Background: an optimization exercise with open tools, aiming at small area. Do not read the settings as production practice.
The RTL was checked by simulation tests, not by an equivalence proof against the original design.
No activity file was given, so power comes from the tool's default toggle rates.

===== flow/run.sh =====
#!/bin/bash
# synth_recipe.tcl (not shown) runs the flow's synth.tcl, then flattens the netlist and writes it again
# the make line also repeats each setting of config.mk as NAME=value (left out here)
make -C /OpenROAD-flow-scripts/flow DESIGN_CONFIG=/design/flow/config.mk WORK_HOME=/design/flow/orfs CLKGATE_MAP_FILE= SYNTH_SCRIPT=/design/flow/synth_recipe.tcl finish

===== flow/config.mk =====
export PLATFORM = sky130hd
export DESIGN_NAME = decode_hazard_stage
export DESIGN_NICKNAME = decode_hazard_stage
export VERILOG_FILES = /design/flow/design.v
export SDC_FILE = /design/flow/constraint.sdc
export NUM_CORES = 4
export LEC_CHECK = 0
export CAP_MARGIN = 20
export CORE_MARGIN = 2
export CORE_UTILIZATION = 40
export SLEW_MARGIN = 20
export SYNTH_HIERARCHICAL = 1

===== flow/constraint.sdc =====
create_clock -name core_clock -period 5.0 [get_ports {clk}]
set_input_delay 1.0000 -clock core_clock [delete_from_list [all_inputs] [get_ports {clk}]]
set_output_delay 1.0000 -clock core_clock [all_outputs]
set_load 0.01 [all_outputs]

===== flow/design.v =====
module decode_hazard_stage #(
    parameter int DATA_W    = 32,
    parameter int REG_COUNT = 32,
    parameter int NPC_W     = 32,
    localparam int REG_AW   = $clog2(REG_COUNT)
) (
    input  logic              clk,
    input  logic              rst,
    input  logic              wb_reg_write,
    input  logic [REG_AW-1:0] wb_write_reg_location,
    input  logic [DATA_W-1:0] mem_wb_write_data,
    input  logic [31:0]       if_id_instr,
    input  logic [NPC_W-1:0]  if_id_npc,
    input  logic              flush,
    output logic              hazard_stall,
    output logic [1:0]        id_ex_wb,
    output logic [2:0]        id_ex_mem,
    output logic [3:0]        id_ex_execute,
    output logic [NPC_W-1:0]  id_ex_npc,
    output logic [DATA_W-1:0] id_ex_readdat1,
    output logic [DATA_W-1:0] id_ex_readdat2,
    output logic [DATA_W-1:0] id_ex_sign_ext,
    output logic [4:0]        id_ex_instr_bits_2521,
    output logic [4:0]        id_ex_instr_bits_2016,
    output logic [4:0]        id_ex_instr_bits_1511
);
    localparam logic [5:0] OP_RTYPE = 6'b000000;
    localparam logic [5:0] OP_LW    = 6'b100011;
    localparam logic [5:0] OP_SW    = 6'b101011;
    localparam logic [5:0] OP_BEQ   = 6'b000100;
    localparam logic [5:0] OP_ADDI  = 6'b001000;
    logic [DATA_W-1:0] regs [1:REG_COUNT-1];
    logic [DATA_W-1:0] wdata;
    logic [REG_COUNT-1:1] wen;
    logic [5:0] opcode;
    logic [4:0] f_rs, f_rt, f_rd;
    logic [8:0] ctrl;
    logic       uses_rt;
    assign opcode = if_id_instr[31:26];
    assign f_rs   = if_id_instr[25:21];
    assign f_rt   = if_id_instr[20:16];
    assign f_rd   = if_id_instr[15:11];
    assign wdata = mem_wb_write_data & {DATA_W{~rst}};
    always_comb begin
        for (int i = 1; i < REG_COUNT; i++)
            wen[i] = rst | (wb_reg_write && wb_write_reg_location == i);
    end
    always_ff @(posedge clk) begin
        for (int i = 1; i < REG_COUNT; i++)
            if (wen[i]) regs[i] <= wdata;
    end
    logic [REG_COUNT-1:1] sel1, sel2;
    always_comb begin
        for (int i = 1; i < REG_COUNT; i++) begin
            sel1[i] = (id_ex_instr_bits_2521 == i);
            sel2[i] = (id_ex_instr_bits_2016 == i);
        end
    end
    for (genvar b = 0; b < DATA_W; b++) begin : g_rd
        logic [REG_COUNT-1:1] col;
        for (genvar i = 1; i < REG_COUNT; i++) begin : g_col
            assign col[i] = regs[i][b];
        end
        dhs_rd_bit u_rd1 (.d(col), .s(sel1), .y(id_ex_readdat1[b]));
        dhs_rd_bit u_rd2 (.d(col), .s(sel2), .y(id_ex_readdat2[b]));
    end
    always_comb begin
        case (opcode)
            OP_RTYPE: ctrl = {2'b10, 3'b000, 4'b1100};
            OP_LW:    ctrl = {2'b11, 3'b010, 4'b0001};
            OP_SW:    ctrl = {2'b00, 3'b001, 4'b0001};
            OP_BEQ:   ctrl = {2'b00, 3'b100, 4'b0010};
            OP_ADDI:  ctrl = {2'b10, 3'b000, 4'b0001};
            default:  ctrl = '0;
        endcase
    end
    assign uses_rt = (opcode == OP_RTYPE) || (opcode == OP_SW) || (opcode == OP_BEQ);
    assign hazard_stall = !rst && !flush && id_ex_mem[1] &&
                          (id_ex_instr_bits_2016 != 5'd0) &&
                          ((id_ex_instr_bits_2016 == f_rs) ||
                           ((id_ex_instr_bits_2016 == f_rt) && uses_rt));
    always_ff @(posedge clk) begin
        if (rst) begin
            id_ex_wb              <= '0;
            id_ex_mem             <= '0;
            id_ex_execute         <= '0;
            id_ex_npc             <= '0;
            id_ex_sign_ext        <= '0;
            id_ex_instr_bits_2521 <= '0;
            id_ex_instr_bits_2016 <= '0;
            id_ex_instr_bits_1511 <= '0;
        end else begin
            if (flush || hazard_stall) begin
                id_ex_wb      <= '0;
                id_ex_mem     <= '0;
                id_ex_execute <= '0;
            end else begin
                id_ex_wb      <= ctrl[8:7];
                id_ex_mem     <= ctrl[6:4];
                id_ex_execute <= ctrl[3:0];
            end
            id_ex_npc             <= if_id_npc;
            id_ex_sign_ext        <= {{(DATA_W-16){if_id_instr[15]}}, if_id_instr[15:0]};
            id_ex_instr_bits_2521 <= f_rs;
            id_ex_instr_bits_2016 <= f_rt;
            id_ex_instr_bits_1511 <= f_rd;
        end
    end
endmodule
module dhs_rd_bit (
    input  logic [31:1] d,
    input  logic [31:1] s,
    output logic        y
);
    logic [10:0] n;
    for (genvar k = 0; k < 10; k++) begin : g_aoi
        dhs_aoi222 u (.a0(d[3*k+1]), .b0(s[3*k+1]), .a1(d[3*k+2]), .b1(s[3*k+2]),
                      .a2(d[3*k+3]), .b2(s[3*k+3]), .y(n[k]));
    end
    assign n[10] = ~(d[31] & s[31]);
    assign y = ~(&n);
endmodule
module dhs_aoi222 (
    input  logic a0, b0, a1, b1, a2, b2,
    output logic y
);
    assign y = ~((a0 & b0) | (a1 & b1) | (a2 & b2));
endmodule

==> summary.md, run 1 <==
| Metric | Value |
|---|---|
| Status | finished with violations |
| SO Faults | setup timing |
| GRT overflow | 0 |
| CP max FO | 32 |
| Number of antenna violations at the first check in global routing | 8 |
| Multi-input logic area | 10800 um^2 |
| Largest net degree at the start of global routing | 39 |
| First-pass GRT wire length | 221 mm |
| Distinct cells, synth | 36 |
| Avg Vias per Cell | 7.31 |
| CP Class | flop to output pin |
| Pre-CTS WS | 0.563 ns |
| Clock latency on the worst-skew pair | 0.67 ns |
| CP required | 4.00 ns |
| RR Startpoint | id_ex_instr_bits_2016[2] |
| Synth-to-Final Area Change | 24.0% |
| Vias in the first global route | 30190 |
| R2R depth | 5 |
| Hold Startpoint | rst |
| Share of cells above drive strength 1 | 0.164 |
| Post-synthesis adder-cell area fraction | 0 |
| Internal | 15.5 mW |
| Clock transition at the registers of the reported paths | 0.06 ns |
| Max-slew violation count | 0 |
| Fillers | 8392 |
| Share of total power in the clock network | 0.381 |
| Reg-to-Reg End | id_ex_wb[0] |
| Final HPWL DP | 94.0 mm |
| Setup ws final | -0.0563 ns |
| Min-Delay Path Depth | 2 |
| Die Area | 105000 um^2 |
| CTS tree | yes |
| RSZ-0062 raised after global routing | true |
| Final Setup Violations | 2 |
| Combinational power share | 0.084 |
| Crit path launch type | flop |
| Pwr dens | 400 nW/um^2 |
| Slew margin rel. | 0.165 |
| Compound-gate portion of the synthesized area | 0.178 |
| Initial DRC count | 8029 |
| Post-synth EDFFs | 992 |
| ANT cells | 0 |
| Crit path arrival time | 4.06 ns |
| Worst-Margin Slew | 1.25 ns |
| Net Sw Power | 4.84 mW |
| Core area | 102000 um^2 |
| Flop pwr share | 0.534 |
| Period utilization | 1.01 |
| Largest family of logic cells by synthesized area | compound AO/OA/AOI/OAI gates |
| PortBufs | 257 |
| Static Leak | 16.9 nW |
| Fmax | 198 MHz |
| Mapped Nets | 2382 |
| Final Skew | 0.0150 ns |
| Switching part of the total | 0.238 |
| Max IR drop VDD | 0.255 mV |
| CP Capture Type | output pin |
| First-pass DRT Iterations | 14 |
| Starting Density | 0.404 |
| Hold Path End | id_ex_sign_ext[2] |
| Synth async-reset ratio | 0 |
| Register area share after synthesis | 0.756 |
| Fin Setup TNS | -0.0738 ns |
| Post-synthesis register bit count | 1056 |
| Mapped Avg Cell Area | 18.1 um^2 |
| Gpl congestion | 0.949 |
| Worst hold path type | primary input to flop |
| Num CTS Buffers | 102 |
| Post-Synth Simple-Gate Area | 0.0565 |
| CTS Root Cell | clkbuf_16 |
| Yosys warns | 8 |
| Mapped Area | 41100 um^2 |
| Hold Fails Final Rpt | 0 |
| Number of max-cap violations | 0 |
| Area share of xor/xnor cells in the synthesized design | 0.00213 |
| Layout Nets | 2859 |
| Post-DR wirelength/cell | 37.8 um |
| Total power | 20.4 mW |
| All-Layer GR Usage | 0.290 |
| Final WL | 159 mm |
| Routed Antenna Nets | 0 |
| # rows | 117 |
| Min Tclk post-route | 5.06 ns |
| DRC Markers | 0 |
| Sink Count | 1056 |
| Chip Width | 325 um |
| Clock Tree Buf Depth | 3 |
| Total number of vias | 30724 |
| FF/Latch Area | 31100 um^2 |
| Synth Flop Type | edfxtp_1 |
| Post-synthesis mux area share | 0 |
| Htree depth | 3 |
| Gate Count Post-Synth | 2277 |
| Die Y | 325 um |
| R2r setup slk | 2.95 ns |
| IO Pins | 258 |
-- placed cells by master, fill, tap and decap left out, types with 10 or more instances in the layout --
cell,count
nand4_1,130
buf_12,19
clkinv_1,23
bufinv_16,11
edfxtp_1,992
a2111o_1,64
nand2_2,13
clkdlybuf4s50_1,256
nand2_1,78
buf_4,137
nor3_2,10
clkbuf_16,105
nor2b_4,25
dfxtp_1,58
nor2_4,57
clkbuf_1,18
clkinv_2,13
a222oi_1,640
nor2b_1,61
-- how the worst max path moves through the flow --
stage	from	slack (ns)	endpoint
global route	id_ex_instr_bits_2521[0]	-0.03	id_ex_readdat1[8]
floorplan	wb_write_reg_location[3]	0.36	regs[24][0]
global placement	id_ex_instr_bits_2016[2]	0.53	id_ex_readdat2[8]
CTS	id_ex_instr_bits_2521[3]	-0.005	id_ex_readdat1[13]
detailed placement	id_ex_instr_bits_2521[3]	0.56	id_ex_readdat1[28]
finish	id_ex_instr_bits_2521[0]	-0.06	id_ex_readdat1[8]
-- Yosys cell counts, types with 3 or more instances --
cell	instances	share of area
xnor2_1	9	0.0019
o31ai_1	7	0.0013
dfxtp_1	64	0.031
nand4_1	130	0.020
o41ai_1	3	0.00064
nand3b_1	6	0.0011
nor2_1	61	0.0056
a222oi_1	640	0.16
a21o_1	3	0.00055
o21ai_0	10	0.0012
edfxtp_1	992	0.72
nand3_1	7	0.00085
buf_4	26	0.0047
nand2b_1	11	0.0017
a2111o_1	64	0.018
nand2_1	92	0.0084
clkbuf_1	22	0.0020
nor3_1	15	0.0018
nor2b_1	92	0.014
-- per-stage QoR --
step / util / hold WS, ns / area [um^2] / cells
finish: 0.500 / 0.793 / 51000 / 4204
global route: 0.500 / 0.808 / 51000 / 4204
CTS: 0.498 / 0.747 / 50700 / 4188
detailed placement: 0.463 / 0.775 / 47100 / 3983
global placement: 0.462 / 0.752 / 47100 / 3981
floorplan: - / 0.728 / 41100 / 2277
-- Yosys stat by module (local to each module, per instance) --
module	cells inside	flops+latches	area, um^2	copies in the design
dhs_aoi222	1	0	10.0	640
decode_hazard_stage	1381	1056	32900	1
dhs_rd_bit	4	0	27.5	64
-- critical path: stages (launching register included) --
cell and delay (ns):
dfxtp_1 0.37, buf_4 0.28, nand3b_1 0.29, nor2_4 0.98
a222oi_1 0.24, nand4_1 0.32, a2111o_1 0.28, clkdlybuf4s50_1 0.59
-- power by group through the flow --
stage	clock network (mW)	logic (mW)	registers, mW
floorplan	0	0.641	11.0
global placement	0	1.61	11.0
detailed placement	0	1.64	11.0
CTS	7.80	1.65	10.9
global route	8.15	1.76	11.0
finish	7.77	1.72	10.9
-- flip-flops by register name, indices dropped and copies added, names as in the netlist --
| name | cells |
|---|---|
| id_ex_instr_bits_2521 | 5 |
| id_ex_wb | 2 |
| regs | 992 |
| id_ex_instr_bits_2016 | 5 |
| id_ex_npc | 32 |
| id_ex_execute | 3 |
| id_ex_sign_ext | 16 |
| id_ex_mem | 1 |
-- layout make-up --
cell class,instances,area share
clock buffer,125,0.0534
clock inverter,61,0.0121
multi-input combinational,1178,0.212
timing repair buffer,415,0.0792
tap,1368,0.0336
inverter,1,0.0000736
sequential,1056,0.610
-- timing repair --
item,CTS,global route
setup buffers,12,15
hold buffers,0,0
pin swaps,8,14
endpoints found under the setup margin,30,34
resized for setup,15,16
gates cloned,7,1
-- per-layer routing --
layer | wire, um | vias up | track usage
li1 | - | 11998 | -
met1 | 54700 | 15404 | 0.370
met2 | 72500 | 2837 | 0.454
met3 | 24500 | 471 | 0.0907
met4 | 7160 | 14 | 0.132
met5 | 97 | - | 0
-- logic make-up (layout without fill, tap and decap cells) --
family          Yosys count  in the layout
compound gates          731            731
xor+xnor                 10             10
buf+inv                  51            602
flops                  1056           1056
simple gates            429            437
==> inputs of run 2 (changes only) <==
==> flow/flow/run.sh (new file) <==
#!/bin/bash
# Standard ORFS layout with two changes:
#  - plain buffers (instead of the default delay cell) on the ports;
#  - clock tree from clkbuf_16 in larger sink clusters, no dummy loads.
set -o pipefail
export BUFFER_PORTS_ARGS="-buffer_cell sky130_fd_sc_hd__buf_1"
export CTS_ARGS="-sink_clustering_enable -repair_clock_nets -dont_use_dummy_load -buf_list sky130_fd_sc_hd__clkbuf_16 -sink_clustering_size 30 -sink_clustering_max_diameter 60"
bash standard.sh > standard.log 2>&1
==> flow/standard.sh (new file) <==
#!/bin/bash
# synth_recipe.tcl (not shown) runs the flow's synth.tcl, then flattens the netlist and writes it again
# the make line also repeats each setting of config.mk as NAME=value (left out here)
make -C /OpenROAD-flow-scripts/flow DESIGN_CONFIG=/design/flow/config.mk WORK_HOME=/design/flow/orfs CLKGATE_MAP_FILE= SYNTH_SCRIPT=/design/flow/synth_recipe.tcl "${@:-finish}"
--- a/flow/config.mk
+++ b/flow/config.mk
@@ -8,5 +8,6 @@
 export CAP_MARGIN = 20
 export CORE_MARGIN = 2
-export CORE_UTILIZATION = 40
+export CORE_UTILIZATION = 70
+export PLACE_DENSITY = 0.75
 export SLEW_MARGIN = 20
 export SYNTH_HIERARCHICAL = 1
removed: flow/run.sh
==> run 2 against run 1 <==
The run now finishes clean. Sequential cell count stayed put. Highest routed layer unchanged. Synthesized cell count unchanged. Maximum frequency up 5.3%. Largest power group unchanged. Cell count decreased by 19%.
==> summary.md, run 2 <==
| Metric | Value |
|---|---|
| Status | finished clean (was finished with violations) |
| Post_cts resized | 0 (was 15) |
| Num CTS Buffers | 52 (was 102) |
| Crit path launch type | flop (unchanged) |
| Synth Flop Type | edfxtp_1 (unchanged) |
| Finished Cell Area | 45700 um^2 (was 51000 um^2) |
| Share of total power in the clock network | 0.263 (was 0.381) |
| Placed cell area | 44200 um^2 (was 47100 um^2) |
| GRT overflow | 0 (unchanged) |
| Pwr dens | 366 nW/um^2 (was 400 nW/um^2) |
| RSZ-0062 raised after global routing | false (was true) |
| Final HPWL DP | 81.2 mm (was 94.0 mm) |
| Synth async-reset ratio | 0 (unchanged) |
| Initial DRC count | 9193 (was 8029) |
| Fillers | 3216 (was 8392) |
| Mapped Area | 41100 um^2 (unchanged) |
| CP Capture Type | output pin (unchanged) |
| IO Pins | 258 (unchanged) |
| Yosys top cell by area | edfxtp_1 (unchanged) |
| Worst hold path type | primary input to flop (unchanged) |
| Most common cell after layout, fill and taps aside | edfxtp_1 (unchanged) |
| CP max FO | 28 (was 32) |
| All-Layer GR Usage | 0.456 (was 0.290) |
| Avg Vias per Cell | 8.92 (was 7.31) |
| Number of max-cap violations | 0 (unchanged) |
| First-pass GRT wire length | 197 mm (was 221 mm) |
| Largest cells by area after synthesis | edfxtp_1, a222oi_1, dfxtp_1 (unchanged) |
| Largest Register | regs (unchanged) |
| Period utilization | 0.960 (was 1.01) |
| Post-DR wirelength/cell | 40.8 um (was 37.8 um) |
| Largest net degree at the start of global routing | 60 (was 39) |
| Flop pwr share | 0.652 (was 0.534) |
| Vias in the first global route | 29235 (was 30190) |
| First-pass DRT Iterations | 15 (was 14) |
| Core area | 57900 um^2 (was 102000 um^2) |
| CTS Hold Buffers Added | 0 (unchanged) |
| Synth top area share | 0.725 (unchanged) |
| Slowest stage cell, crit path | nor2_4 (unchanged) |
| Htree depth | 2 (was 3) |
| PortBufs | 257 (unchanged) |
| Fin Setup TNS | 0 ns (was -0.0738 ns) |
| Cell with the most instances after synthesis | edfxtp_1 (unchanged) |
| # rows | 88 (was 117) |
| Max-slew violation count | 0 (unchanged) |
| Max IR drop VDD | 0.403 mV (was 0.255 mV) |
| Routed Antenna Nets | 0 (unchanged) |
| Net Sw Power | 4.02 mW (was 4.84 mW) |
| Gpl congestion | 1.01 (was 0.949) |
| Combinational power share | 0.084 (about the same) |
| Post-synthesis register bit count | 1056 (unchanged) |
| Most frequent cells in the layout | edfxtp_1, a222oi_1, buf_1 (was edfxtp_1, a222oi_1, clkdlybuf4s50_1) |
| Distinct cells, synth | 36 (unchanged) |
| Switching part of the total | 0.241 (was 0.238) |
| Mapped Nets | 2382 (unchanged) |
| Static Leak | 14.9 nW (was 16.9 nW) |
| CTS Root Cell | clkbuf_16 (unchanged) |
| Largest regs | regs (992), id_ex_npc (32), id_ex_sign_ext (16) (unchanged) |
| Layout Cells excl Fill | 3410 (was 4204) |
| Number of antenna violations at the first check in global routing | 2 (was 8) |
| Largest stage delay, worst path | 0.94 ns (was 0.98 ns) |
| Max reg flops | 992 (unchanged) |
| Worst-Margin Slew | 1.21 ns (was 1.25 ns) |
| Clock transition at the registers of the reported paths | 0.11 ns (was 0.06 ns) |
| Top cells by count, synth | edfxtp_1, a222oi_1, nand4_1 (unchanged) |
| Final Skew | 0.00307 ns (was 0.0150 ns) |
| Sink Count | 1056 (unchanged) |
| Chip Width | 246 um (was 325 um) |
| Crit path arrival time | 3.80 ns (was 4.06 ns) |
| Internal | 12.7 mW (was 15.5 mW) |
| Die Area | 60700 um^2 (was 105000 um^2) |
| Synth-to-Final Area Change | 11.1% (was 24.0%) |
| Total power | 16.7 mW (was 20.4 mW) |
| Layout Nets | 2752 (was 2859) |
| Slew margin rel. | 0.189 (was 0.165) |
| Fmax | 208 MHz (was 198 MHz) |
| Total number of vias | 30428 (was 30724) |
| Crit path cell chain | nand3b_1 > nor2_4 > a222oi_1 > nand4_1 > a2111o_1 > buf_1 (was buf_4 > nand3b_1 > nor2_4 > a222oi_1 > nand4_1 > a2111o_1 > clkdlybuf4s50_1) |
| CP required | 4.00 ns (about the same) |
| Final Setup Violations | 0 (was 2) |
| Clock Tree Buf Depth | 3 (unchanged) |
| Post-synth EDFFs | 992 (unchanged) |
| DRC Markers | 0 (unchanged) |
| Register area share after synthesis | 0.756 (unchanged) |
| CTS tree | yes (unchanged) |
| Share of cells above drive strength 1 | 0.113 (was 0.164) |
| Die Y | 246 um (was 325 um) |
| Hold Fails Final Rpt | 0 (unchanged) |
| Yosys warns | 8 (unchanged) |
| Min Tclk post-route | 4.80 ns (was 5.06 ns) |
| Final Core Density | 0.789 (was 0.500) |
| CP Class | flop to output pin (unchanged) |
| Final WL | 139 mm (was 159 mm) |
| Setup bufs post-CTS | 0 (was 12) |
| Gate Count Post-Synth | 2277 (unchanged) |
| Mapped Avg Cell Area | 18.1 um^2 (unchanged) |
| Clock latency on the worst-skew pair | 0.59 ns (was 0.67 ns) |
| Dpl cells | 3357 (was 3983) |
| ANT cells | 0 (unchanged) |
| Starting Density | 0.710 (was 0.404) |
## run 2: critical path: cells and delay by family (launching register included)
family | cells | cell delay [ns]
simple gates | 3 | 1.73
buf+inv | 1 | 0.16
compound gates | 2 | 0.49
flops | 1 | 0.75
## run 2: power by group through the flow
stage          clock [mW]  combinational, mW  sequential (mW)
6_report             4.39               1.41             10.9
5_1_grt              4.66               1.42             11.0
4_1_cts              4.37               1.32             10.9
3_5_place_dp            0               1.31             11.1
3_3_place_gp            0               1.29             11.0
2_1_floorplan           0              0.641             11.0
## run 2: worst paths after layout
check        depth (start not counted)            endpoint                      from  slack (ns)
max                                  6  id_ex_readdat1[11]  id_ex_instr_bits_2521[0]        0.20
min                                  2       id_ex_npc[18]             if_id_npc[18]        0.56
max reg2reg                          4    id_ex_execute[1]  id_ex_instr_bits_2016[2]        2.97
min reg2reg                          3         id_ex_wb[1]               id_ex_wb[0]        0.83
## run 2: final cells by class
type                    instances  area (um^2)  share of cell area
clock buffers                  52         1300              0.0285
inverters                       1         3.75           0.0000822
multi-input cells            1170        10500               0.230
flip-flops and latches       1056        31100               0.680
well taps                     765          957              0.0210
repair buffers                366         1830              0.0401
## run 2: logic make-up after synthesis
kind of cell    count (synthesis)  share of synthesized area
flops                        1056                      0.756
xor+xnor                       10                    0.00213
buf+inv                        51                    0.00724
compound gates                731                      0.178
simple gates                  429                     0.0565
## run 2: routing by layer
metal / wire, um / track usage / up-vias
met2: 60000 / 0.664 / 3596
met4: 8340 / 0.203 / 2
met1: 42900 / 0.622 / 14537
met3: 27900 / 0.170 / 617
met5: 9 / 0 / -
li1: - / - / 11676
## run 2: Yosys stat by module, one instance, submodules excluded
module	cells	cell area, um^2	flops+latches	times used
decode_hazard_stage	1381	32900	1056	1
dhs_rd_bit	4	27.5	0	64
dhs_aoi222	1	10.0	0	640
## run 2: through the flow
stage / hold WS (ns) / setup WS, ns
4_1_cts: 0.550 / 0.402
6_report: 0.564 / 0.200
3_5_place_dp: 0.808 / 1.07
2_1_floorplan: 0.728 / 0.360
3_3_place_gp: 0.796 / 1.14
5_1_grt: 0.577 / 0.141
==> inputs of run 3 (changes only) <==
==> flow/flow/run.sh (replaced) <==
#!/bin/bash
# Standard ORFS layout with two changes:
#  - plain buffers (instead of the default delay cell) on the ports;
#  - clock tree from clkbuf_16 in larger sink clusters, no dummy loads.
set -o pipefail
export BUFFER_PORTS_ARGS="-buffer_cell sky130_fd_sc_hd__buf_2"
export CTS_ARGS="-sink_clustering_enable -repair_clock_nets -dont_use_dummy_load -buf_list sky130_fd_sc_hd__clkbuf_16 -sink_clustering_size 30 -sink_clustering_max_diameter 60"
bash standard.sh > standard.log 2>&1
==> run 3 against run 2 <==
Clock skew is essentially flat. Combinational power hardly changed. Non-clock buffer count decreased by 16. Synthesized cell count did not move. First-iteration DRC count is 9.7% lower. Routed wire length down 2.9%. Area after synthesis did not move. Via count down 1.2%. Sequential power about the same. Critical path depth grew 1. Die area did not move. Largest cell class unchanged. Power increased by 0.28%.
==> summary.md, run 3 <==
| Metric | Value |
|---|---|
| Max-slew violation count | 0 (unchanged) |
| Max IR drop VDD | 0.441 mV (was 0.403 mV) |
| First-pass GRT wire length | 190 mm (was 197 mm) |
| Num CTS Buffers | 53 (was 52) |
| Register area share after synthesis | 0.756 (unchanged) |
| Worst-Margin Slew | 1.25 ns (was 1.21 ns) |
| Post-synthesis register bit count | 1056 (unchanged) |
| CP required | 4.00 ns (about the same) |
| CTS Hold Buffers Added | 0 (unchanged) |
| Synth Flop Type | edfxtp_1 (unchanged) |
| RR Startpoint | id_ex_instr_bits_2016[3] (was id_ex_instr_bits_2016[2]) |
| Final HPWL DP | 76.9 mm (was 81.2 mm) |
| Final WL | 135 mm (was 139 mm) |
| Worst hold path type | primary input to flop (unchanged) |
| Core area | 57900 um^2 (unchanged) |
| CTS tree | yes (unchanged) |
| Htree depth | 2 (unchanged) |
| Worst setup endpoint | id_ex_readdat2[3] (was id_ex_readdat1[11]) |
| RSZ-0062 raised after global routing | false (unchanged) |
| Fmax | 212 MHz (was 208 MHz) |
| Critical path buffers and inverters | 2 (was 1) |
| WP depth | 7 (was 6) |
| CP Class | flop to output pin (unchanged) |
| Largest regs | regs (992), id_ex_npc (32), id_ex_sign_ext (16) (unchanged) |
| R2R depth | 4 (unchanged) |
| Hold WS | 0.544 ns (was 0.564 ns) |
| Setup bufs post-CTS | 0 (unchanged) |
| First-pass DRT Iterations | 15 (unchanged) |
| Post-DR wirelength/cell | 39.8 um (was 40.8 um) |
| Most common cell after layout, fill and taps aside | edfxtp_1 (unchanged) |
| Period utilization | 0.944 (was 0.960) |
| Post-synth EDFFs | 992 (unchanged) |
| Sink Count | 1056 (unchanged) |
| PortBufs | 257 (unchanged) |
| CTS Root Cell | clkbuf_16 (unchanged) |
| IO Pins | 258 (unchanged) |
| CP max FO | 17 (was 28) |
| Share of cells above drive strength 1 | 0.204 (was 0.113) |
| Crit path arrival time | 3.72 ns (was 3.80 ns) |
| Critical path's top delay family | simple AND/OR/NAND/NOR gates (unchanged) |
| Pre-CTS WS | 1.11 ns (was 1.07 ns) |
| Post_cts resized | 0 (unchanged) |
| Pwr dens | 365 nW/um^2 (was 366 nW/um^2) |
| Clock latency on the worst-skew pair | 0.61 ns (was 0.59 ns) |
| Routed Antenna Nets | 0 (unchanged) |
| Hold Fails Final Rpt | 0 (unchanged) |
| Total number of vias | 30050 (was 30428) |
| ANT cells | 0 (unchanged) |
| Slowest stage cell, crit path | nand2b_1 (was nor2_4) |
| # rows | 88 (unchanged) |
| Total power | 16.7 mW (about the same) |
| CP Capture Type | output pin (unchanged) |
| Yosys warns | 8 (unchanged) |
| Final Skew | 0.00309 ns (was 0.00307 ns) |
| Gate Count Post-Synth | 2277 (unchanged) |
| Global route hottest layer | met2 (unchanged) |
| Die Y | 246 um (unchanged) |
| Mapped Nets | 2382 (unchanged) |
| Worst Setup SP | id_ex_instr_bits_2016[2] (was id_ex_instr_bits_2521[0]) |
| Largest Register | regs (unchanged) |
| Max reg flops | 992 (unchanged) |
| Number of max-cap violations | 0 (unchanged) |
| Avg Vias per Cell | 8.85 (was 8.92) |
| Largest cells by area after synthesis | edfxtp_1, a222oi_1, dfxtp_1 (unchanged) |
| Synth-to-Final Area Change | 11.7% (was 11.1%) |
| Starting Density | 0.710 (unchanged) |
| All-Layer GR Usage | 0.438 (was 0.456) |
| Vias in the first global route | 28948 (was 29235) |
| Number of antenna violations at the first check in global routing | 7 (was 2) |
| Die Area | 60700 um^2 (unchanged) |
| Chip Width | 246 um (unchanged) |
| Fin Setup TNS | 0 ns (unchanged) |
| Synth async-reset ratio | 0 (unchanged) |
| Clock transition at the registers of the reported paths | 0.11 ns (about the same) |
| Met3 Use GR | 0.146 (was 0.170) |
| Largest stage delay, worst path | 0.66 ns (was 0.94 ns) |
| Setup ws final | 0.279 ns (was 0.200 ns) |
| Layout Nets | 2737 (was 2752) |
| Met2 usage | 0.662 (was 0.664) |
| Final Setup Violations | 0 (unchanged) |
| Top cells by count, synth | edfxtp_1, a222oi_1, nand4_1 (unchanged) |
| Clock Tree Buf Depth | 3 (unchanged) |
| Cell with the most instances after synthesis | edfxtp_1 (unchanged) |
| Reg-to-Reg End | id_ex_wb[0] (was id_ex_execute[1]) |
| Largest net degree at the start of global routing | 80 (was 60) |
| Most frequent cells in the layout | edfxtp_1, a222oi_1, buf_2 (was edfxtp_1, a222oi_1, buf_1) |
| Distinct cells, synth | 36 (unchanged) |
| Layout Cells excl Fill | 3395 (was 3410) |
| GRT overflow | 0 (unchanged) |
| DRC Markers | 0 (unchanged) |
| Mapped Avg Cell Area | 18.1 um^2 (unchanged) |
| Met1 Use GR | 0.590 (was 0.622) |
| Dpl cells | 3342 (was 3357) |
| Synth top area share | 0.725 (unchanged) |
| R2r setup slk | 2.93 ns (was 2.97 ns) |
| Initial DRC count | 8303 (was 9193) |
| Crit path launch type | flop (unchanged) |
| Yosys top cell by area | edfxtp_1 (unchanged) |
| Crit path cell chain | nand2b_1 > nor2_4 > buf_4 > a222oi_1 > nand4_1 > a2111o_1 > buf_2 (was nand3b_1 > nor2_4 > a222oi_1 > nand4_1 > a2111o_1 > buf_1) |
| Static Leak | 15.7 nW (was 14.9 nW) |
| Slew margin rel. | 0.162 (was 0.189) |
| Status | finished clean (unchanged) |
| Mapped Area | 41100 um^2 (unchanged) |
| Min Tclk post-route | 4.72 ns (was 4.80 ns) |
| Gpl congestion | 1.05 (was 1.01) |
## run 3: cell count changes in the layout (fill, tap and decap cells not counted), moves of 2 or more
cell,change
nor2b_4,+7
buf_1,-256
nor2_2,-3
buf_4,-15
nor2_4,+3
buf_2,+256
nand2_4,-2
nand2_2,+2
nor2b_1,+2
nor2b_2,-9
## run 3: layout make-up
cell class	instances	area [um^2]
Inverter	1	3.75
Clock buffer	53	1330
Multi-Input combinational cell	1170	10600
Tap cell	765	957
Timing Repair Buffer	350	2010
Sequential cell	1056	31100
Fill cell	3215	12000
## run 3: modules after synthesis (local to each module, per instance)
module | cells | copies in the design | flops+latches
dhs_aoi222 | 1 | 640 | 0
decode_hazard_stage | 1381 | 1 | 1056
dhs_rd_bit | 4 | 64 | 0
## run 3: through the flow
step	utilization	cell area [um^2]
after floorplan	-	41100
after global placement	0.767	44400
after detailed placement	0.768	44500
after CTS	0.791	45800
after global routing	0.793	45900
final	0.793	45900
## run 3: per-layer routing
| layer | up-vias | routed length, um |
|---|---|---|
| met5 | - | 61 |
| met4 | 10 | 7350 |
| met3 | 604 | 25500 |
| met2 | 3337 | 60600 |
| met1 | 14459 | 41600 |
| li1 | 11640 | - |
## run 3: worst min path at each step
stage | startpoint | to | slack (ns) | cells past startpoint
2_1_floorplan | id_ex_wb[0] | id_ex_wb[1] | 0.73 | 3
3_3_place_gp | id_ex_wb[0] | id_ex_wb[1] | 0.74 | 3
3_5_place_dp | id_ex_wb[0] | id_ex_mem[0] | 0.76 | 3
4_1_cts | if_id_npc[18] | id_ex_npc[18] | 0.54 | 2
5_1_grt | if_id_npc[14] | id_ex_npc[14] | 0.55 | 2
6_report | if_id_npc[18] | id_ex_npc[18] | 0.54 | 2
## run 3: cells by family after synthesis
kind of cell,Yosys count,share of synthesized area
flip-flops,1056,0.756
buffers and inverters,51,0.00724
XOR/XNOR,10,0.00213
AO/OA/AOI/OAI,731,0.178
AND/OR/NAND/NOR,429,0.0565
## run 3: power by group
group          internal, mW  switching [mW]
registers              10.5           0.402
logic                 0.393            1.03
clock network          1.88            2.55
total                  12.8            3.99
==> inputs of run 4 (changes only) <==
==> flow/flow/run.sh (replaced) <==
#!/bin/bash
# Standard ORFS layout with two changes:
#  - plain buf_1 cells (instead of the default delay cell) on the ports;
#  - clock tree from clkbuf_16 in sink clusters of up to 30 sinks, no dummy loads.
set -o pipefail
export BUFFER_PORTS_ARGS="-buffer_cell sky130_fd_sc_hd__buf_1"
export CTS_ARGS="-sink_clustering_enable -repair_clock_nets -dont_use_dummy_load -buf_list sky130_fd_sc_hd__clkbuf_16 -sink_clustering_size 30 -sink_clustering_max_diameter 60"
bash standard.sh > standard.log 2>&1
--- a/flow/config.mk
+++ b/flow/config.mk
@@ -6,8 +6,8 @@
 export NUM_CORES = 4
 export LEC_CHECK = 0
-export CAP_MARGIN = 20
+export CAP_MARGIN = 10
 export CORE_MARGIN = 2
 export CORE_UTILIZATION = 70
 export PLACE_DENSITY = 0.75
-export SLEW_MARGIN = 20
+export SLEW_MARGIN = 10
 export SYNTH_HIERARCHICAL = 1
==> run 4 against run 3 <==
Cell count rose by 0.50%. Hold slack better by 0.0090 ns. Core utilization down 0.52 points. Clock power decreased by 1%. Power shrank 0.33%. Worst setup slack got worse by 0.095 ns. Count of clock-buffer cells in the layout shrank 2. Critical endpoint is now id_ex_readdat1[17]. Sequential share of layout area increased by 0.45 points. Sequential cell count unchanged.
==> summary.md, run 4 <==
| Metric | Value |
|---|---|
| Clock Tree Buf Depth | 3 (unchanged) |
| Gpl congestion | 1.01 (was 1.05) |
| Slowest stage cell, crit path | dfxtp_1 (was nand2b_1) |
| Mapped Nets | 2382 (unchanged) |
| Die Area | 60700 um^2 (unchanged) |
| Post-synthesis mux area share | 0 (unchanged) |
| Crit path launch type | flop (unchanged) |
| Top cells by count, synth | edfxtp_1, a222oi_1, nand4_1 (unchanged) |
| Status | finished clean (unchanged) |
| Setup ws final | 0.184 ns (was 0.279 ns) |
| Period utilization | 0.963 (was 0.944) |
| Max reg flops | 992 (unchanged) |
| Htree depth | 2 (unchanged) |
| Min Tclk post-route | 4.82 ns (was 4.72 ns) |
| GRT overflow | 0 (unchanged) |
| Number of antenna violations at the first check in global routing | 7 (unchanged) |
| Synth top area share | 0.725 (unchanged) |
| Largest cells by area after synthesis | edfxtp_1, a222oi_1, dfxtp_1 (unchanged) |
| Crit path cell chain | or3_1 > nor2_2 > buf_4 > a222oi_1 > nand4_1 > a2111o_1 > buf_1 (was nand2b_1 > nor2_4 > buf_4 > a222oi_1 > nand4_1 > a2111o_1 > buf_2) |
| Core area | 57900 um^2 (unchanged) |
| Clock latency on the worst-skew pair | 0.64 ns (was 0.61 ns) |
| First-pass GRT wire length | 197 mm (was 190 mm) |
| Vias in the first global route | 29461 (was 28948) |
| CP max FO | 20 (was 17) |
| Compound-gate portion of the synthesized area | 0.178 (unchanged) |
| Cell with the most instances after synthesis | edfxtp_1 (unchanged) |
| Post-synth EDFFs | 992 (unchanged) |
| Most frequent cells in the layout | edfxtp_1, a222oi_1, buf_1 (was edfxtp_1, a222oi_1, buf_2) |
| # rows | 88 (unchanged) |
| Pre-CTS WS | 1.08 ns (was 1.11 ns) |
| Max IR drop VDD | 0.408 mV (was 0.441 mV) |
| Share of cells above drive strength 1 | 0.112 (was 0.204) |
| Critical path's top delay family | simple AND/OR/NAND/NOR gates (unchanged) |
| Chip Width | 246 um (unchanged) |
| Worst-Margin Slew | 1.36 ns (was 1.25 ns) |
| RSZ-0062 raised after global routing | false (unchanged) |
| Max-slew violation count | 0 (unchanged) |
| Clock transition at the registers of the reported paths | 0.09 ns (was 0.11 ns) |
| Fin Setup TNS | 0 ns (unchanged) |
| CP Capture Type | output pin (unchanged) |
| Post-synthesis adder-cell area fraction | 0 (unchanged) |
| Post-synthesis register bit count | 1056 (unchanged) |
| Setup bufs post-CTS | 0 (unchanged) |
| Min-Delay Path Depth | 2 (unchanged) |
| Largest family of logic cells by synthesized area | compound AO/OA/AOI/OAI gates (unchanged) |
| CTS Hold Buffers Added | 0 (unchanged) |
| Num CTS Buffers | 51 (was 53) |
| Number of max-cap violations | 0 (unchanged) |
| Distinct cells, synth | 36 (unchanged) |
| IO Pins | 258 (unchanged) |
| Area share of xor/xnor cells in the synthesized design | 0.00213 (unchanged) |
| Layout Nets | 2751 (was 2737) |
| CTS tree | yes (unchanged) |
| Register area share after synthesis | 0.756 (unchanged) |
| Die Y | 246 um (unchanged) |
| CP required | 4.00 ns (about the same) |
| Crit path arrival time | 3.82 ns (was 3.72 ns) |
| Largest stage delay, worst path | 0.76 ns (was 0.66 ns) |
| PortBufs | 257 (unchanged) |
| Total number of vias | 30572 (was 30050) |
| DRC Markers | 0 (unchanged) |
| Starting Density | 0.710 (unchanged) |
| Critical path buffers and inverters | 2 (unchanged) |
| First-pass DRT Iterations | 17 (was 15) |
| Synth async-reset ratio | 0 (unchanged) |
| Yosys top cell by area | edfxtp_1 (unchanged) |
| Sink Count | 1056 (unchanged) |
| Final HPWL DP | 81.1 mm (was 76.9 mm) |
| Yosys warns | 8 (unchanged) |
| Largest regs | regs (992), id_ex_npc (32), id_ex_sign_ext (16) (unchanged) |
| Post_cts resized | 0 (unchanged) |
| Hold Fails Final Rpt | 0 (unchanged) |
| Fmax | 208 MHz (was 212 MHz) |
| Avg Vias per Cell | 8.96 (was 8.85) |
| WP depth | 7 (unchanged) |
| CP Class | flop to output pin (unchanged) |
| Final Skew | 0.0514 ns (was 0.00309 ns) |
| Routed Antenna Nets | 0 (unchanged) |
| Final WL | 140 mm (was 135 mm) |
| Gate Count Post-Synth | 2277 (unchanged) |
| Pwr dens | 366 nW/um^2 (was 365 nW/um^2) |
| Static Leak | 14.9 nW (was 15.7 nW) |
| Post-DR wirelength/cell | 40.9 um (was 39.8 um) |
| Mapped Avg Cell Area | 18.1 um^2 (unchanged) |
| Largest Register | regs (unchanged) |
| All-Layer GR Usage | 0.455 (was 0.438) |
| Mapped Area | 41100 um^2 (unchanged) |
| Largest net degree at the start of global routing | 60 (was 80) |
| Synth-to-Final Area Change | 11.0% (was 11.7%) |
| Synth Flop Type | edfxtp_1 (unchanged) |
| Slew margin rel. | 0.0883 (was 0.162) |
| Worst hold path type | primary input to flop (unchanged) |
| R2R depth | 4 (unchanged) |
| Post-Synth Simple-Gate Area | 0.0565 (unchanged) |
| CTS Root Cell | clkbuf_16 (unchanged) |
| Most common cell after layout, fill and taps aside | edfxtp_1 (unchanged) |
| Initial DRC count | 9337 (was 8303) |
| Final Setup Violations | 0 (unchanged) |
run 4: changes by cell type in the layout (fill, tap and decap cells not counted), sizes merged:
cell	delta
diode	+3
buf	+15
clkbuf	-1
run 4: logic make-up after synthesis:
family / after synthesis
AND/OR/NAND/NOR: 429
flip-flops: 1056
buffers and inverters: 51
AO/OA/AOI/OAI: 731
XOR/XNOR: 10
run 4: power by group:
| group | internal [mW] | switching (mW) | leakage, nW |
|---|---|---|---|
| clock | 1.82 | 2.56 | 0.628 |
| sequential | 10.5 | 0.414 | 10.1 |
| combinational | 0.346 | 1.06 | 4.15 |
| total | 12.7 | 4.04 | 14.9 |
run 4: metrics by stage:
stage	cell area, um^2	util	cells	hold WS, ns	power (mW)
after floorplan	41100	-	2277	0.728	11.6
after global placement	44200	0.764	3357	0.796	12.3
after detailed placement	44200	0.764	3357	0.788	12.4
after CTS	45500	0.786	3408	0.545	16.5
after global routing	45600	0.788	3409	0.565	17.0
final	45600	0.788	3412	0.553	16.7
run 4: final cells by class:
type / instances / area, um^2
Tap cell: 765 / 957
Sequential cell: 1056 / 31100
Inverter: 1 / 3.75
Timing Repair Buffer: 366 / 1830
Fill cell: 3184 / 12300
Clock buffer: 51 / 1280
Antenna cell: 3 / 7.51
Multi-Input combinational cell: 1170 / 10500
run 4: worst paths after layout:
path                            start                  to  slack, ns
max          id_ex_instr_bits_2521[0]  id_ex_readdat1[17]       0.18
min                   if_id_instr[10]  id_ex_sign_ext[10]       0.55
max reg2reg  id_ex_instr_bits_2016[2]    id_ex_execute[1]       2.97
min reg2reg               id_ex_wb[0]         id_ex_wb[1]       0.82
run 4: Yosys stat by module, one instance, submodules excluded:
| module | copies in the design | area [um^2] | flops+latches | cells |
|---|---|---|---|---|
| decode_hazard_stage | 1 | 32900 | 1056 | 1381 |
| dhs_aoi222 | 640 | 10.0 | 0 | 1 |
| dhs_rd_bit | 64 | 27.5 | 0 | 4 |
run 4: metal layers:
| metal | share of wire | vias up | wire length, um | track usage |
|---|---|---|---|---|
| met4 | 0.057 | 0 | 8000 | 0.196 |
| met5 | 0 | - | 0 | 0 |
| li1 | - | 11671 | - | - |
| met1 | 0.31 | 14618 | 43000 | 0.617 |
| met2 | 0.43 | 3670 | 60300 | 0.666 |
| met3 | 0.20 | 613 | 28200 | 0.175 |
==> inputs of run 5 (changes only) <==
--- a/flow/config.mk
+++ b/flow/config.mk
@@ -6,8 +6,8 @@
 export NUM_CORES = 4
 export LEC_CHECK = 0
-export CAP_MARGIN = 10
+export CAP_MARGIN = 20
 export CORE_MARGIN = 2
 export CORE_UTILIZATION = 70
 export PLACE_DENSITY = 0.75
-export SLEW_MARGIN = 10
+export SLEW_MARGIN = 20
 export SYNTH_HIERARCHICAL = 1
==> run 5 against run 4 <==
Critical endpoint is now id_ex_readdat1[11]. Power barely moved. Still clean on timing, DRC and antenna. Synthesized cell count did not move. Critical path depth shrank 1. Hold slack better by 0.010 ns. Worst setup slack gained 0.016 ns. Via count decreased by 0.47%. Maximum frequency up 0.33%. Final area up 0.14%. Core utilization is 0.11 points higher.
==> summary.md, run 5 <==
| Metric | Value |
|---|---|
| Mapped Nets | 2382 (unchanged) |
| Most frequent cells in the layout | edfxtp_1, a222oi_1, buf_1 (unchanged) |
| Yosys top cell by area | edfxtp_1 (unchanged) |
| Most common cell after layout, fill and taps aside | edfxtp_1 (unchanged) |
| Core area | 57900 um^2 (unchanged) |
| Largest Register | regs (unchanged) |
| CP max FO | 28 (was 20) |
| Final HPWL DP | 81.2 mm (was 81.1 mm) |
| PortBufs | 257 (unchanged) |
| Htree depth | 2 (unchanged) |
| Mapped Area | 41100 um^2 (unchanged) |
| Top cells by count, synth | edfxtp_1, a222oi_1, nand4_1 (unchanged) |
| R2r setup slk | 2.97 ns (about the same) |
| Worst hold path type | primary input to flop (unchanged) |
| Clock latency on the worst-skew pair | 0.59 ns (was 0.64 ns) |
| Met2 routed WL | 60.0 mm (was 60.3 mm) |
| Met3 WL | 27.9 mm (was 28.2 mm) |
| Chip Width | 246 um (unchanged) |
| Clock transition at the registers of the reported paths | 0.11 ns (was 0.09 ns) |
| Max reg flops | 992 (unchanged) |
| Mapped Avg Cell Area | 18.1 um^2 (unchanged) |
| Min Tclk post-route | 4.80 ns (was 4.82 ns) |
| Num CTS Buffers | 52 (was 51) |
| IO Pins | 258 (unchanged) |
| Largest stage delay, worst path | 0.94 ns (was 0.76 ns) |
| Routed Antenna Nets | 0 (unchanged) |
| Fin Setup TNS | 0 ns (unchanged) |
| CTS tree | yes (unchanged) |
| CTS Hold Buffers Added | 0 (unchanged) |
| Gpl congestion | 1.01 (unchanged) |
| CP Class | flop to output pin (unchanged) |
| Max IR drop VDD | 0.403 mV (was 0.408 mV) |
| Synth Flop Type | edfxtp_1 (unchanged) |
| Met1 wire length | 42.9 mm (was 43.0 mm) |
| Crit path launch type | flop (unchanged) |
| ANT cells | 0 (was 3) |
| Period utilization | 0.960 (was 0.963) |
| Post_cts resized | 0 (unchanged) |
| Distinct cells, synth | 36 (unchanged) |
| Cell with the most instances after synthesis | edfxtp_1 (unchanged) |
| Share of cells above drive strength 1 | 0.113 (was 0.112) |
| Static Leak | 14.9 nW (about the same) |
| CP Capture Type | output pin (unchanged) |
| Total number of vias | 30428 (was 30572) |
| Starting Density | 0.710 (unchanged) |
| Synth top area share | 0.725 (unchanged) |
| Setup bufs post-CTS | 0 (unchanged) |
| Slew margin rel. | 0.189 (was 0.0883) |
| Largest regs | regs (992), id_ex_npc (32), id_ex_sign_ext (16) (unchanged) |
| # rows | 88 (unchanged) |
| Synth async-reset ratio | 0 (unchanged) |
| Yosys warns | 8 (unchanged) |
| Number of antenna violations at the first check in global routing | 2 (was 7) |
| CTS Root Cell | clkbuf_16 (unchanged) |
| Fmax | 208 MHz (about the same) |
| Initial DRC count | 9193 (was 9337) |
| Crit path arrival time | 3.80 ns (was 3.82 ns) |
| Worst-Margin Slew | 1.21 ns (was 1.36 ns) |
| R2R depth | 4 (unchanged) |
| Slowest stage cell, crit path | nor2_4 (was dfxtp_1) |
| Vias in the first global route | 29235 (was 29461) |
| RSZ-0062 raised after global routing | false (unchanged) |
| CP required | 4.00 ns (about the same) |
| Crit path cell chain | nand3b_1 > nor2_4 > a222oi_1 > nand4_1 > a2111o_1 > buf_1 (was or3_1 > nor2_2 > buf_4 > a222oi_1 > nand4_1 > a2111o_1 > buf_1) |
| Register area share after synthesis | 0.756 (unchanged) |
| Synth-to-Final Area Change | 11.1% (was 11.0%) |
| Max-slew violation count | 0 (unchanged) |
| First-pass DRT Iterations | 15 (was 17) |
| Final WL | 139 mm (was 140 mm) |
| Hold Fails Final Rpt | 0 (unchanged) |
| Pwr dens | 366 nW/um^2 (about the same) |
| Top Metal Used | met5 (was met4) |
| First-pass GRT wire length | 197 mm (about the same) |
| Largest net degree at the start of global routing | 60 (unchanged) |
| Die Y | 246 um (unchanged) |
| Largest cells by area after synthesis | edfxtp_1, a222oi_1, dfxtp_1 (unchanged) |
| DRC Markers | 0 (unchanged) |
| Min-Delay Path Depth | 2 (unchanged) |
| Gate Count Post-Synth | 2277 (unchanged) |
| All-Layer GR Usage | 0.456 (was 0.455) |
| Final Skew | 0.00307 ns (was 0.0514 ns) |
| Sink Count | 1056 (unchanged) |
| Status | finished clean (unchanged) |
| Die Area | 60700 um^2 (unchanged) |
| GRT overflow | 0 (unchanged) |
| Number of max-cap violations | 0 (unchanged) |
| Avg Vias per Cell | 8.92 (was 8.96) |
| Final Setup Violations | 0 (unchanged) |
| Fillers | 3216 (was 3184) |
| Layout Nets | 2752 (was 2751) |
| Clock Tree Buf Depth | 3 (unchanged) |
| Post-synth EDFFs | 992 (unchanged) |
| Final Core Density | 0.789 (was 0.788) |
| Post-synthesis register bit count | 1056 (unchanged) |
| Post-DR wirelength/cell | 40.8 um (was 40.9 um) |
run 5: cells by family after synthesis:
group	after synthesis	synth area share
compound gates	731	0.178
flops	1056	0.756
simple gates	429	0.0565
xor+xnor	10	0.00213
buf+inv	51	0.00724
run 5: worst max-delay path, delay by kind of cell (launching register included):
family | cells | cell delay, ns
flip-flops | 1 | 0.75
buffers and inverters | 1 | 0.16
AND/OR/NAND/NOR | 3 | 1.73
AO/OA/AOI/OAI | 2 | 0.49
run 5: area by class of cell:
| cell class | instances | area, um^2 | share of cell area |
|---|---|---|---|
| Inverter | 1 | 3.75 | 0.0000822 |
| Tap cell | 765 | 957 | 0.0210 |
| Clock buffer | 52 | 1300 | 0.0285 |
| Multi-Input combinational cell | 1170 | 10500 | 0.230 |
| Sequential cell | 1056 | 31100 | 0.680 |
| Timing Repair Buffer | 366 | 1830 | 0.0401 |
run 5: power breakdown:
group          switching, mW  total (mW)  internal, mW  leakage (nW)
combinational           1.06        1.41         0.347          4.18
sequential             0.412        10.9          10.5          10.1
clock                   2.54        4.39          1.85         0.641
run 5: path summary, 6_finish.rpt:
| check | startpoint | to |
|---|---|---|
| worst max-delay path | id_ex_instr_bits_2521[0] | id_ex_readdat1[11] |
| worst min-delay path | if_id_npc[18] | id_ex_npc[18] |
| worst max register to register | id_ex_instr_bits_2016[2] | id_ex_execute[1] |
| worst min register to register | id_ex_wb[0] | id_ex_wb[1] |
run 5: layer usage:
layer,GRT usage,vias to the layer above
met5,0,-
met4,0.203,2
met3,0.170,617
met2,0.664,3596
met1,0.622,14537
li1,-,11676
run 5: per-stage QoR:
stage	setup WS, ns	hold slack, ns	power (mW)	instances	cell area (um^2)
floorplan	0.360	0.728	11.6	2277	41100
global placement	1.14	0.796	12.3	3357	44200
detailed placement	1.07	0.808	12.4	3357	44200
CTS	0.402	0.550	16.6	3409	45500
global route	0.141	0.577	17.0	3410	45700
finish	0.200	0.564	16.7	3410	45700
run 5: per-module statistics from Yosys, one instance, submodules excluded:
module / cells inside / copies in the design / flip-flops and latches
dhs_rd_bit: 4 / 64 / 0
dhs_aoi222: 1 / 640 / 0
decode_hazard_stage: 1381 / 1 / 1056
==> inputs of run 6 (changes only) <==
==> flow/flow/run.sh (replaced) <==
#!/bin/bash
# Standard ORFS layout with two changes:
#  - plain buf_1 cells (instead of the default delay cell) on the ports;
#  - clock tree from clkbuf_8 in sink clusters of up to 18 sinks, no dummy loads.
set -o pipefail
export BUFFER_PORTS_ARGS="-buffer_cell sky130_fd_sc_hd__buf_1"
export CTS_ARGS="-sink_clustering_enable -repair_clock_nets -dont_use_dummy_load -buf_list sky130_fd_sc_hd__clkbuf_8 -sink_clustering_size 18 -sink_clustering_max_diameter 60"
bash standard.sh > standard.log 2>&1
==> run 6 against run 5 <==
Critical path depth is 1 higher. Sequential share of layout area is 0.54 points higher. Largest power group unchanged. First-iteration DRC count is 4.0% higher. Core utilization is 0.62 points lower. Count of clock-buffer cells in the layout is 18 higher. Sequential power hardly changed. Via count is 0.19% higher. Non-clock buffer count is 1 lower. Global-route usage hardly changed.
==> summary.md, run 6 <==
| Metric | Value |
|---|---|
| Status | finished clean (unchanged) |
| Number of max-cap violations | 0 (unchanged) |
| Pwr dens | 355 nW/um^2 (was 366 nW/um^2) |
| Top cells by count, synth | edfxtp_1, a222oi_1, nand4_1 (unchanged) |
| Hold Path End | id_ex_npc[18] (unchanged) |
| Gpl congestion | 1.01 (unchanged) |
| Synth top area share | 0.725 (unchanged) |
| Most common cell after layout, fill and taps aside | edfxtp_1 (unchanged) |
| # rows | 88 (unchanged) |
| Synth Flop Type | edfxtp_1 (unchanged) |
| CTS tree | yes (unchanged) |
| Largest regs | regs (992), id_ex_npc (32), id_ex_sign_ext (16) (unchanged) |
| Mapped Nets | 2382 (unchanged) |
| Max IR drop VDD | 0.372 mV (was 0.403 mV) |
| Synth async-reset ratio | 0 (unchanged) |
| Fmax | 205 MHz (was 208 MHz) |
| CP Capture Type | output pin (unchanged) |
| CP Class | flop to output pin (unchanged) |
| Chip Width | 246 um (unchanged) |
| Multi-input logic area | 10500 um^2 (unchanged) |
| PortBufs | 257 (unchanged) |
| Largest cells by area after synthesis | edfxtp_1, a222oi_1, dfxtp_1 (unchanged) |
| Period utilization | 0.974 (was 0.960) |
| RSZ-0062 raised after global routing | false (unchanged) |
| Fin Setup TNS | 0 ns (unchanged) |
| Worst hold path type | primary input to flop (unchanged) |
| Avg Vias per Cell | 8.89 (was 8.92) |
| Crit path launch type | flop (unchanged) |
| Post-synthesis register bit count | 1056 (unchanged) |
| Share of cells above drive strength 1 | 0.118 (was 0.113) |
| Hold Fails Final Rpt | 0 (unchanged) |
| R2R depth | 4 (unchanged) |
| Crit path cell chain | or2_1 > nor2_2 > buf_4 > a222oi_1 > nand4_1 > a2111o_1 > buf_1 (was nand3b_1 > nor2_4 > a222oi_1 > nand4_1 > a2111o_1 > buf_1) |
| Register area share after synthesis | 0.756 (unchanged) |
| Largest Register | regs (unchanged) |
| Met2 routed WL | 59.9 mm (was 60.0 mm) |
| Min-Delay Path Depth | 2 (unchanged) |
| Initial DRC count | 9564 (was 9193) |
| CP max FO | 20 (was 28) |
| Layout Nets | 2769 (was 2752) |
| Final HPWL DP | 81.2 mm (unchanged) |
| Most frequent cells in the layout | edfxtp_1, a222oi_1, buf_1 (unchanged) |
| Static Leak | 14.8 nW (was 14.9 nW) |
| Worst-Margin Slew | 1.27 ns (was 1.21 ns) |
| Htree depth | 3 (was 2) |
| Placed cell area | 44200 um^2 (unchanged) |
| Mapped Avg Cell Area | 18.1 um^2 (unchanged) |
| Fillers | 3255 (was 3216) |
| Mapped Area | 41100 um^2 (unchanged) |
| GRT overflow | 0 (unchanged) |
| Clock transition at the registers of the reported paths | 0.11 ns (about the same) |
| Die Area | 60700 um^2 (unchanged) |
| Number of antenna violations at the first check in global routing | 6 (was 2) |
| Clock latency on the worst-skew pair | 0.66 ns (was 0.59 ns) |
| Core area | 57900 um^2 (unchanged) |
| RR Startpoint | id_ex_instr_bits_2016[2] (unchanged) |
| Synth-to-Final Area Change | 10.2% (was 11.1%) |
| FF/Latch Area | 31100 um^2 (unchanged) |
| Slowest stage cell, crit path | a2111o_1 (was nor2_4) |
| Total number of vias | 30485 (was 30428) |
| Final Skew | 0.00460 ns (was 0.00307 ns) |
| Gate Count Post-Synth | 2277 (unchanged) |
| Top Metal Used | met5 (unchanged) |
| CTS Root Cell | clkbuf_8 (was clkbuf_16) |
| Final Setup Violations | 0 (unchanged) |
| Worst Setup SP | id_ex_instr_bits_2016[2] (was id_ex_instr_bits_2521[0]) |
| Yosys warns | 8 (unchanged) |
| Vias in the first global route | 29473 (was 29235) |
| CTS Hold Buffers Added | 0 (unchanged) |
| Post-DR wirelength/cell | 40.7 um (was 40.8 um) |
| First-pass DRT Iterations | 17 (was 15) |
| DRC Markers | 0 (unchanged) |
| Slew margin rel. | 0.153 (was 0.189) |
| Die Y | 246 um (unchanged) |
| Max-slew violation count | 0 (unchanged) |
| Num CTS Buffers | 70 (was 52) |
| Routed Antenna Nets | 0 (unchanged) |
| Min Tclk post-route | 4.87 ns (was 4.80 ns) |
| First-pass GRT wire length | 196 mm (was 197 mm) |
| Hold Startpoint | if_id_npc[18] (unchanged) |
| Setup bufs post-CTS | 0 (unchanged) |
| IO Pins | 258 (unchanged) |
| Finished Cell Area | 45300 um^2 (was 45700 um^2) |
| Cell with the most instances after synthesis | edfxtp_1 (unchanged) |
| Yosys top cell by area | edfxtp_1 (unchanged) |
| Post-synth EDFFs | 992 (unchanged) |
| All-Layer GR Usage | 0.456 (about the same) |
| Crit path arrival time | 3.87 ns (was 3.80 ns) |
| Max reg flops | 992 (unchanged) |
| Clock Tree Buf Depth | 3 (unchanged) |
| Met1 wire length | 43.1 mm (was 42.9 mm) |
| Sink Count | 1056 (unchanged) |
| Post_cts resized | 0 (unchanged) |
| Starting Density | 0.710 (unchanged) |
| R2r setup slk | 2.98 ns (was 2.97 ns) |
| Final WL | 139 mm (about the same) |
| Met3 WL | 27.9 mm (about the same) |
| Reg-to-Reg End | id_ex_execute[1] (unchanged) |
| Largest net degree at the start of global routing | 60 (unchanged) |
| Distinct cells, synth | 36 (unchanged) |
| Largest stage delay, worst path | 0.53 ns (was 0.94 ns) |
| CP required | 4.00 ns (about the same) |
==> run 6: changes by cell type in the layout (fill, tap and decap cells not counted), sizes merged <==
cell and delta:
buf -1, diode +2, clkbuf +18
==> run 6: kinds of logic after synthesis <==
| family | after synthesis | share of synthesized area |
|---|---|---|
| AO/OA/AOI/OAI | 731 | 0.178 |
| buffers and inverters | 51 | 0.00724 |
| flip-flops | 1056 | 0.756 |
| XOR/XNOR | 10 | 0.00213 |
| AND/OR/NAND/NOR | 429 | 0.0565 |
==> run 6: how the worst max path moves through the flow <==
stage                                    end  slack (ns)
after global routing      id_ex_readdat1[17]        0.05
final                     id_ex_readdat2[17]        0.13
after CTS                 id_ex_readdat2[17]        0.36
after floorplan                  regs[24][0]        0.36
after global placement    id_ex_readdat2[17]        1.14
after detailed placement  id_ex_readdat2[17]        1.07
==> run 6: layer usage <==
layer	vias up	GRT usage
li1	11683	-
met4	2	0.208
met2	3611	0.658
met3	638	0.188
met1	14551	0.614
met5	-	0
==> run 6: per-module statistics from Yosys, one instance, submodules excluded <==
module	flip-flops and latches	cells inside
dhs_aoi222	0	1
decode_hazard_stage	1056	1381
dhs_rd_bit	0	4
==> run 6: worst max-delay path, delay by kind of cell, from the launching register on <==
family	cells	cell delay, ns
flops	1	0.47
simple gates	3	1.30
buf+inv	2	0.47
compound gates	2	0.94
==> run 6: per-stage QoR <==
step | util | worst slack (ns) | total power [mW] | instances | hold WS [ns]
floorplan | - | 0.360 | 11.6 | 2277 | 0.728
global placement | 0.764 | 1.14 | 12.3 | 3357 | 0.796
detailed placement | 0.764 | 1.07 | 12.4 | 3357 | 0.808
CTS | 0.780 | 0.357 | 15.9 | 3427 | 0.448
global route | 0.782 | 0.0509 | 16.4 | 3428 | 0.465
finish | 0.783 | 0.128 | 16.1 | 3429 | 0.479
==> run 6: layout make-up <==
| cell class | count | area share |
|---|---|---|
| antenna | 2 | 0.000110 |
| clock buffer | 70 | 0.0213 |
| inverter | 1 | 0.0000828 |
| multi-input combinational | 1170 | 0.232 |
| sequential | 1056 | 0.686 |
| tap | 765 | 0.0211 |
| timing repair buffer | 365 | 0.0398 |
==> run 6: where the power goes <==
part	leakage, nW	switching (mW)	internal (mW)
sequential	10.1	0.411	10.5
combinational	4.16	1.06	0.347
clock	0.503	2.53	1.27
total	14.8	4.00	12.1
==> inputs of run 7 (changes only) <==
--- a/flow/config.mk
+++ b/flow/config.mk
@@ -6,8 +6,8 @@
 export NUM_CORES = 4
 export LEC_CHECK = 0
-export CAP_MARGIN = 20
+export CAP_MARGIN = 10
 export CORE_MARGIN = 2
 export CORE_UTILIZATION = 70
 export PLACE_DENSITY = 0.75
-export SLEW_MARGIN = 20
+export SLEW_MARGIN = 10
 export SYNTH_HIERARCHICAL = 1
==> run 7 against run 6 <==
Non-clock buffer count rose by 1. Synthesized cell count did not move. First-iteration DRC count fell by 2.6%. Via count rose by 0.16%. Critical path depth did not move. Global-route usage fell by 0.077 points. Die area did not move. Sequential cell count did not move. Count of clock-buffer cells in the layout fell by 1. Clock skew rose by 0.043 ns. Critical endpoint unchanged.
==> summary.md, run 7 <==
| Metric | Value |
|---|---|
| Worst-Margin Slew | 1.33 ns (was 1.27 ns) |
| Synth Flop Type | edfxtp_1 (unchanged) |
| Fin Setup TNS | 0 ns (unchanged) |
| Final Skew | 0.0476 ns (was 0.00460 ns) |
| CTS Hold Buffers Added | 0 (unchanged) |
| Post-synth EDFFs | 992 (unchanged) |
| R2r setup slk | 2.95 ns (was 2.98 ns) |
| Num CTS Buffers | 69 (was 70) |
| Core area | 57900 um^2 (unchanged) |
| Total power | 16.1 mW (about the same) |
| Starting Density | 0.710 (unchanged) |
| CP Capture Type | output pin (unchanged) |
| Area share of xor/xnor cells in the synthesized design | 0.00213 (unchanged) |
| Total number of vias | 30533 (was 30485) |
| Yosys warns | 8 (unchanged) |
| Synth-to-Final Area Change | 10.1% (was 10.2%) |
| Final HPWL DP | 81.1 mm (was 81.2 mm) |
| Largest regs | regs (992), id_ex_npc (32), id_ex_sign_ext (16) (unchanged) |
| Post-Synth Simple-Gate Area | 0.0565 (unchanged) |
| CTS tree | yes (unchanged) |
| Max-slew violation count | 0 (unchanged) |
| Crit path arrival time | 3.90 ns (was 3.87 ns) |
| Fmax | 204 MHz (was 205 MHz) |
| Worst hold path type | primary input to flop (unchanged) |
| R2R depth | 4 (unchanged) |
| Min-Delay Path Depth | 2 (unchanged) |
| Most common cell after layout, fill and taps aside | edfxtp_1 (unchanged) |
| Htree depth | 3 (unchanged) |
| Combinational power share | 0.087 (was 0.088) |
| Static Leak | 14.8 nW (about the same) |
| CP Class | flop to output pin (unchanged) |
| Post_cts resized | 0 (unchanged) |
| CP required | 4.00 ns (about the same) |
| Largest Register | regs (unchanged) |
| Hold Fails Final Rpt | 0 (unchanged) |
| CP max FO | 20 (unchanged) |
| Avg Vias per Cell | 8.90 (was 8.89) |
| Largest stage delay, worst path | 0.52 ns (was 0.53 ns) |
| Distinct cells, synth | 36 (unchanged) |
| Status | finished clean (unchanged) |
| Mapped Nets | 2382 (unchanged) |
| Gate Count Post-Synth | 2277 (unchanged) |
| CTS Root Cell | clkbuf_8 (unchanged) |
| Largest family of logic cells by synthesized area | compound AO/OA/AOI/OAI gates (unchanged) |
| Clock Tree Buf Depth | 3 (unchanged) |
| Clock transition at the registers of the reported paths | 0.10 ns (was 0.11 ns) |
| Max IR drop VDD | 0.336 mV (was 0.372 mV) |
| Layout Nets | 2769 (unchanged) |
| Slowest stage cell, crit path | or2_1 (was a2111o_1) |
| Hold Path End | id_ex_npc[8] (was id_ex_npc[18]) |
| First-pass DRT Iterations | 22 (was 17) |
| Share of cells above drive strength 1 | 0.118 (unchanged) |
| Compound-gate portion of the synthesized area | 0.178 (unchanged) |
| Most frequent cells in the layout | edfxtp_1, a222oi_1, buf_1 (unchanged) |
| Cell with the most instances after synthesis | edfxtp_1 (unchanged) |
| Final WL | 140 mm (was 139 mm) |
| Max reg flops | 992 (unchanged) |
| Number of antenna violations at the first check in global routing | 13 (was 6) |
| Mapped Area | 41100 um^2 (unchanged) |
| RSZ-0062 raised after global routing | false (unchanged) |
| Chip Width | 246 um (unchanged) |
| # rows | 88 (unchanged) |
| Worst Setup SP | id_ex_instr_bits_2016[2] (unchanged) |
| Vias in the first global route | 29446 (was 29473) |
| Gpl congestion | 1.01 (unchanged) |
| PortBufs | 257 (unchanged) |
| Crit path launch type | flop (unchanged) |
| Die Area | 60700 um^2 (unchanged) |
| Post-synthesis mux area share | 0 (unchanged) |
| Period utilization | 0.980 (was 0.974) |
| First-pass GRT wire length | 196 mm (about the same) |
| IO Pins | 258 (unchanged) |
| Fillers | 3230 (was 3255) |
| Hold Startpoint | if_id_npc[8] (was if_id_npc[18]) |
| Pwr dens | 355 nW/um^2 (about the same) |
| Number of max-cap violations | 0 (unchanged) |
| RR Startpoint | id_ex_instr_bits_2016[2] (unchanged) |
| Largest net degree at the start of global routing | 60 (unchanged) |
| All-Layer GR Usage | 0.456 (about the same) |
| Routed Antenna Nets | 0 (unchanged) |
| Largest cells by area after synthesis | edfxtp_1, a222oi_1, dfxtp_1 (unchanged) |
| Final Core Density | 0.782 (was 0.783) |
| Synth top area share | 0.725 (unchanged) |
| Internal | 12.1 mW (about the same) |
| DRC Markers | 0 (unchanged) |
| Synth async-reset ratio | 0 (unchanged) |
| Final Setup Violations | 0 (unchanged) |
| Post-DR wirelength/cell | 40.7 um (about the same) |
| Register area share after synthesis | 0.756 (unchanged) |
| Min Tclk post-route | 4.90 ns (was 4.87 ns) |
| Slew margin rel. | 0.112 (was 0.153) |
| Flop pwr share | 0.678 (was 0.677) |
| Mapped Avg Cell Area | 18.1 um^2 (unchanged) |
| Crit path cell chain | or2_1 > nor2_2 > buf_4 > a222oi_1 > nand4_1 > a2111o_1 > buf_1 (unchanged) |
| Share of total power in the clock network | 0.235 (was 0.236) |
| Switching part of the total | 0.249 (about the same) |
| GRT overflow | 0 (unchanged) |
| Net Sw Power | 4.00 mW (about the same) |
| Post-synthesis adder-cell area fraction | 0 (unchanged) |
| Initial DRC count | 9318 (was 9564) |
| Die Y | 246 um (unchanged) |
| Setup bufs post-CTS | 0 (unchanged) |
run 7: cell families (layout without fill, tap and decap cells):
logic type / count (synthesis) / after routing
flip-flops: 1056 / 1056
AO/OA/AOI/OAI: 731 / 731
AND/OR/NAND/NOR: 429 / 429
other: 0 / 3
XOR/XNOR: 10 / 10
buffers and inverters: 51 / 436
run 7: how the worst max path moves through the flow:
| stage | to |
|---|---|
| final | id_ex_readdat2[17] |
| after global placement | id_ex_readdat2[17] |
| after CTS | id_ex_readdat2[17] |
| after global routing | id_ex_readdat1[17] |
| after floorplan | regs[24][0] |
| after detailed placement | id_ex_readdat2[17] |
run 7: power by group through the flow:
| stage | clock, mW | combinational [mW] | sequential, mW |
|---|---|---|---|
| finish | 3.78 | 1.41 | 10.9 |
| global route | 4.05 | 1.42 | 11.0 |
| CTS | 3.75 | 1.31 | 10.9 |
| detailed placement | 0 | 1.31 | 11.1 |
| global placement | 0 | 1.29 | 11.0 |
| floorplan | 0 | 0.641 | 11.0 |
run 7: per-layer routing:
layer  GRT usage  vias to the layer above  routed length [um]  share of wire
met5     0.00163                        -                  92        0.00066
met4       0.203                       16                7930          0.057
met3       0.180                      659               27900           0.20
met2       0.660                     3602               60400           0.43
met1       0.618                    14565               43400           0.31
li1            -                    11691                   -              -
run 7: final cells by class:
type | instances | area (um^2) | area share
Tap cell | 765 | 957 | 0.0211
Timing Repair Buffer | 366 | 1820 | 0.0402
Multi-Input combinational cell | 1170 | 10500 | 0.231
Clock buffer | 69 | 950 | 0.0210
Inverter | 1 | 3.75 | 0.0000829
Sequential cell | 1056 | 31100 | 0.686
Antenna cell | 3 | 7.51 | 0.000166
run 7: worst max-delay path: cells and delay by family, from the launching register on:
family / cells / cell delay, ns
buffers and inverters: 2 / 0.49
flip-flops: 1 / 0.47
AND/OR/NAND/NOR: 3 / 1.29
AO/OA/AOI/OAI: 2 / 0.95
run 7: per-stage QoR:
step           cells  hold WS, ns  cell area [um^2]  setup slack (ns)
6_report        3430        0.497             45300            0.0976
2_1_floorplan   2277        0.728             41100             0.360
3_3_place_gp    3357        0.796             44200              1.14
5_1_grt         3428        0.477             45300            0.0394
3_5_place_dp    3357        0.788             44200              1.08
4_1_cts         3426        0.463             45200             0.348
run 7: modules after synthesis, one instance, submodules excluded:
module / cell area [um^2] / times used / flops+latches
decode_hazard_stage: 32900 / 1 / 1056
dhs_rd_bit: 27.5 / 64 / 0
dhs_aoi222: 10.0 / 640 / 0
